What follows belongs to an exercise in optimizing a design on an open flow for small area; a production flow would make more cautious choices.
In this exercise RTL edits were held to simulation tests only and were not proved equivalent to the original.
Power is estimated from default activity; no workload was simulated. The flow treats the clock pin as an ideal source, which a real chip does not have.

main:
==> flow/design.v (excerpt) <==
module aes_core_stream_bridge
#(
  parameter int d = aes_core_stream_bridge_pkg::NSHARES,
  parameter int W = aes_core_stream_bridge_pkg::WORD_W
) (
  input  logic             clk,
  input  logic             rst,
  input  logic [W-1:0]     in_data,
  input  logic             in_valid,
  input  logic             in_last,
  output logic             in_ready,
  output logic [W-1:0]     out_data,
  output logic             out_valid,
  output logic             out_last,
  input  logic             out_ready,
  output logic             err_framing,
  output logic             core_valid_in,
  input  logic             core_in_ready,
  output logic [128*d-1:0] core_sh_key,
  output logic [128*d-1:0] core_sh_plaintext,
  input  logic             core_cipher_valid,
  output logic             core_out_ready,
  input  logic [128*d-1:0] core_sh_ciphertext,
  output logic [1:0]       dbg_in_state,
  output logic             dbg_out_state
);
  localparam int NW_IN = aes_core_stream_bridge_pkg::calc_nw_in(d, W);
  localparam int CW    = aes_core_stream_bridge_pkg::calc_in_cnt_w(d, W);
  localparam int SH_W  = 128 * d;
  localparam logic [CW-1:0] CNT_LAST = CW'(NW_IN - 1);
  logic              ld;        
  logic              full_n;    
  logic [CW-1:0]     in_cnt;
  logic [CW-1:0]     in_cnt_n;  
  logic [2*SH_W-1:0] in_buf_n;
  ...
==> flow/config.mk <==
export PLATFORM = sky130hd
export DESIGN_NAME = aes_core_stream_bridge
export DESIGN_NICKNAME = aes_core_stream_bridge
export VERILOG_FILES = /design/flow/design.v
export SDC_FILE = /design/flow/constraint.sdc
export NUM_CORES = 4
export LEC_CHECK = 0
export CAP_MARGIN = 20
export CORE_MARGIN = 2
export CORE_UTILIZATION = 40
export SLEW_MARGIN = 20
==> flow/constraint.sdc <==
create_clock -name core_clock -period 5.0 [get_ports {clk}]
set_input_delay 1.0000 -clock core_clock [delete_from_list [all_inputs] [get_ports {clk}]]
set_output_delay 1.0000 -clock core_clock [all_outputs]
set_load 0.01 [all_outputs]
run.sh (not shown) runs the stock make flow with config.mk's settings and CLKGATE_MAP_FILE= SYNTH_SCRIPT=/design/flow/synth_recipe.tcl, a recipe that flattens the netlist after the stock synthesis.
main: PASS, flow complete, no timing, DRC or antenna violations
Input changes introduced in the feature branch (baseline for comparison: main):
==> flow/flow/run.sh (new file) <==
#!/bin/bash
# Own layout flow: the standard flow (standard.sh, standard synthesis
# unchanged) with two changes to how the layout is made:
#  - port buffers use the smallest buffer cell (buf_1) instead of the one
#    buffer_ports picks by default (clkdlybuf4s50_1); every port still gets
#    its buffer;
#  - CTS inserts no dummy loads.
# Make's full output goes to flow_make.log in this folder.
set -euo pipefail
export BUFFER_PORTS_ARGS="-buffer_cell sky130_fd_sc_hd__buf_1"
export CTS_ARGS="-sink_clustering_enable -repair_clock_nets -dont_use_dummy_load"
bash standard.sh > flow_make.log 2>&1
==> flow/standard.sh (new file) <==
#!/bin/bash
# synth_recipe.tcl (not shown) runs the flow's synth.tcl, then flattens the netlist and writes it again
# the make line also repeats each setting of config.mk as NAME=value (left out here)
make -C /OpenROAD-flow-scripts/flow DESIGN_CONFIG=/design/flow/config.mk WORK_HOME=/design/flow/orfs CLKGATE_MAP_FILE= SYNTH_SCRIPT=/design/flow/synth_recipe.tcl "${@:-finish}"
removed: flow/run.sh
Results
Note that the power dissipated in combinational cells recorded for main amounts to 1.2 times the value seen in the feature branch.
main ended up with sky130_fd_sc_hd__dfrtp_2 as its slowest stage cell on the critical path; the feature branch ended up with sky130_fd_sc_hd__nor2b_1.
Cmp main and the feature branch / worst slack on hold paths / higher: main
The feature branch leaves more setup margin than main.
Global-route met1 utilization down 3.0 points in the feature branch wrt main

* * *

P:
The RTL this note starts from:
==> flow/design.v <==
package aes_core_stream_bridge_pkg;
  localparam int NSHARES = 2;
  localparam int WORD_W  = 32;
  function automatic int calc_nw_in(input int d, input int w);
    calc_nw_in = 256 * d / w;
  endfunction
  function automatic int calc_nw_out(input int d, input int w);
    calc_nw_out = 128 * d / w;
  endfunction
  function automatic int calc_in_cnt_w(input int d, input int w);
    calc_in_cnt_w = $clog2(calc_nw_in(d, w));
  endfunction
  function automatic int calc_out_cnt_w(input int d, input int w);
    calc_out_cnt_w = $clog2(calc_nw_out(d, w));
  endfunction
  typedef enum logic [1:0] {
    I_RST  = 2'd0,
    I_LOAD = 2'd1,
    I_FULL = 2'd2
  } in_state_t;
  typedef enum logic {
    O_EMPTY = 1'b0,
    O_DRAIN = 1'b1
  } out_state_t;
endpackage
module aes_core_stream_bridge_out_serializer
#(
  parameter int d = aes_core_stream_bridge_pkg::NSHARES,
  parameter int W = aes_core_stream_bridge_pkg::WORD_W
) (
  input  logic             clk,
  input  logic             rst,
  input  logic             started,
  input  logic             core_cipher_valid,
  output logic             core_out_ready,
  input  logic [128*d-1:0] core_sh_ciphertext,
  output logic [W-1:0]     out_data,
  output logic             out_valid,
  output logic             out_last,
  input  logic             out_ready,
  output logic             dbg_state
);
  localparam int NW_OUT = aes_core_stream_bridge_pkg::calc_nw_out(d, W);
  localparam int CW     = aes_core_stream_bridge_pkg::calc_out_cnt_w(d, W);
  localparam logic [CW-1:0] CNT_LAST = CW'(NW_OUT - 1);
  logic             state;     
  logic             empty;     
  logic [128*d-1:0] buf_q;
  logic [CW-1:0]    out_cnt;
  assign out_valid      = state;
  assign core_out_ready = empty & started;
  assign dbg_state      = state;
  always_ff @(posedge clk or negedge rst) begin
    if (!rst) begin
      state   <= aes_core_stream_bridge_pkg::O_EMPTY;
      empty   <= 1'b1;
      out_cnt <= '0;
    end else begin
      if (empty) begin
        if (core_cipher_valid && started) begin
          state <= aes_core_stream_bridge_pkg::O_DRAIN;
          empty <= 1'b0;
        end
      end else if (out_ready) begin
        out_cnt <= out_cnt + CW'(1);
        if (out_cnt == CNT_LAST) begin
          state <= aes_core_stream_bridge_pkg::O_EMPTY;
          empty <= 1'b1;
        end
      end
    end
  end
  always_ff @(posedge clk)
    buf_q <= ({128*d{empty}} & core_sh_ciphertext) | ({128*d{state}} & buf_q);
  logic [NW_OUT-1:0] sel;
  always_comb begin
    out_data = '0;
    for (int k = 0; k < NW_OUT; k++) begin
      sel[k]   = state & (out_cnt == CW'(k));
      out_data = out_data | ({W{sel[k]}} & buf_q[W*k +: W]);
    end
  end
  assign out_last = sel[NW_OUT-1];
endmodule
module aes_core_stream_bridge
#(
  parameter int d = aes_core_stream_bridge_pkg::NSHARES,
  parameter int W = aes_core_stream_bridge_pkg::WORD_W
) (
  input  logic             clk,
  input  logic             rst,
  input  logic [W-1:0]     in_data,
  input  logic             in_valid,
  input  logic             in_last,
  output logic             in_ready,
  output logic [W-1:0]     out_data,
  output logic             out_valid,
  output logic             out_last,
  input  logic             out_ready,
  output logic             err_framing,
  output logic             core_valid_in,
  input  logic             core_in_ready,
  output logic [128*d-1:0] core_sh_key,
  output logic [128*d-1:0] core_sh_plaintext,
  input  logic             core_cipher_valid,
  output logic             core_out_ready,
  input  logic [128*d-1:0] core_sh_ciphertext,
  output logic [1:0]       dbg_in_state,
  output logic             dbg_out_state
);
  localparam int NW_IN = aes_core_stream_bridge_pkg::calc_nw_in(d, W);
  localparam int CW    = aes_core_stream_bridge_pkg::calc_in_cnt_w(d, W);
  localparam int SH_W  = 128 * d;
  localparam logic [CW-1:0] CNT_LAST = CW'(NW_IN - 1);
  logic              ld;        
  logic              full_n;    
  logic [CW-1:0]     in_cnt;
  logic              ld_n;      
  logic [2*SH_W-1:0] in_buf_n;
  logic              in_fire;
  logic              misframe;
  assign in_ready      = ld;
  assign core_valid_in = ~full_n;
  assign dbg_in_state  = {~full_n, ld};
  assign in_fire       = in_valid & ld;
  assign misframe      = in_last != (in_cnt == CNT_LAST);
  always_ff @(posedge clk or negedge rst) begin
    if (!rst) begin
      ld          <= 1'b0;
      full_n      <= 1'b1;
      in_cnt      <= '0;
      ld_n        <= 1'b1;
      err_framing <= 1'b0;
    end else begin
      if (!ld && full_n) begin
        ld   <= 1'b1;                       
        ld_n <= 1'b0;
      end
      if (in_fire) begin
        if (misframe) begin
          err_framing <= 1'b1;
          in_cnt      <= '0;
        end else begin
          in_cnt   <= in_cnt + CW'(1);
          if (in_last) begin
            ld     <= 1'b0;
            ld_n   <= 1'b1;
            full_n <= 1'b0;                 
          end
        end
      end
      if (!full_n && core_in_ready) begin
        ld     <= 1'b1;
        ld_n   <= 1'b0;
        full_n <= 1'b1;                     
      end
    end
  end
  logic              shift, hold;
  logic [2*SH_W-1:0] in_buf_d;
  assign shift = in_valid & ld;
  assign hold  = ~in_valid | ld_n;
  assign in_buf_d = ({2*SH_W{shift}} & {~in_data, in_buf_n[2*SH_W-1:W]})
                  | ({2*SH_W{hold}}  & in_buf_n);
  always_ff @(posedge clk) in_buf_n <= in_buf_d;
  assign core_sh_key       = ~(in_buf_n[SH_W-1:0]      | {SH_W{full_n}});
  assign core_sh_plaintext = ~(in_buf_n[2*SH_W-1:SH_W] | {SH_W{full_n}});
  aes_core_stream_bridge_out_serializer #(
    .d(d),
    .W(W)
  ) u_ser (
    .clk                (clk),
    .rst                (rst),
    .started            (ld | ~full_n),
    .core_cipher_valid  (core_cipher_valid),
    .core_out_ready     (core_out_ready),
    .core_sh_ciphertext (core_sh_ciphertext),
    .out_data           (out_data),
    .out_valid          (out_valid),
    .out_last           (out_last),
    .out_ready          (out_ready),
    .dbg_state          (dbg_out_state)
  );
endmodule
Settings: LEC_CHECK=0, CAP_MARGIN=20, CORE_MARGIN=2, CORE_UTILIZATION=40, SLEW_MARGIN=20; clock period 5.0 ns.
standard.sh (not shown) runs the stock make flow with config.mk's settings and CLKGATE_MAP_FILE= SYNTH_SCRIPT=/design/flow/synth_recipe.tcl, a recipe that flattens the netlist after the stock synthesis.
==> flow/flow/run.sh <==
#!/bin/bash
# Own layout flow: the standard flow (standard.sh, standard synthesis
# unchanged) with changes only to how the layout is made:
#  - port buffers use the smallest buffer cell (buf_1) instead of the one
#    buffer_ports picks by default (clkdlybuf4s50_1); every port still gets
#    its buffer;
#  - CTS inserts no dummy loads and clusters up to 30 sinks per leaf buffer
#    (clock tree from the clock port through clkbuf_16 buffers, as before).
# Make's full output goes to flow_make.log in this folder; ORFS's per-step
# logs stay under orfs/logs.
set -euo pipefail
export BUFFER_PORTS_ARGS="-buffer_cell sky130_fd_sc_hd__buf_1"
export CTS_ARGS="-sink_clustering_enable -repair_clock_nets -dont_use_dummy_load -sink_clustering_size 30 -sink_clustering_max_diameter 120"
bash standard.sh > flow_make.log 2>&1
## Diff of input files: S against P
--- a/flow/flow/run.sh
+++ b/flow/flow/run.sh
@@ -7 +7 @@
-#  - CTS inserts no dummy loads and clusters up to 30 sinks per leaf buffer
+#  - CTS inserts no dummy loads and clusters up to 25 sinks per leaf buffer
@@ -13 +13 @@
-export CTS_ARGS="-sink_clustering_enable -repair_clock_nets -dont_use_dummy_load -sink_clustering_size 30 -sink_clustering_max_diameter 120"
+export CTS_ARGS="-sink_clustering_enable -repair_clock_nets -dont_use_dummy_load -sink_clustering_size 25 -sink_clustering_max_diameter 100"
==> summary.txt <==
- Having completed the whole flow, S delivered a layout that passed the timing, DRC and antenna checks.
- Delta (S minus P): global-route track usage on met1 now sits at about the same level, global-route wire length before repair held.
- P → S: cell count about even, share of the clock period used by the worst path fell 1.6 points.

-- what the ideal ports hide --
In the flow no input, the clock included, has a driving cell. The finished layouts below were timed again as built, in two steps.
Step 1 assumes that a clkbuf_16 drives the clock port and a buf_2 every other input.
Step 2 adds t to the input delays and takes it off the output delays; t is the mean of the earliest and latest rising clock arrival at the registers after step 1. Input paths then give back, and output paths get back, about the clock's delay inside the block.
a / b / c = no drivers / after step 1 / after step 2; a / b = the first two.
| run | t, ns | setup slack, ns | latest minus earliest clock arrival (ns) | worst slew at a driven data input, ns |
|---|---|---|---|---|
| main | 0.690 | 0.233 / 0.163 / 0.853 | 0.027 / 0.027 | 0.20 |
| the feature branch | 0.675 | 0.503 / 0.433 / 1.108 | 0.085 / 0.085 | 0.19 |
| P | 0.685 | 0.545 / 0.479 / 1.164 | 0.041 / 0.041 | 0.16 |
| S | 0.640 | 0.627 / 0.557 / 1.197 | 0.073 / 0.072 | 0.17 |
After both steps setup and hold are still met in every run listed.
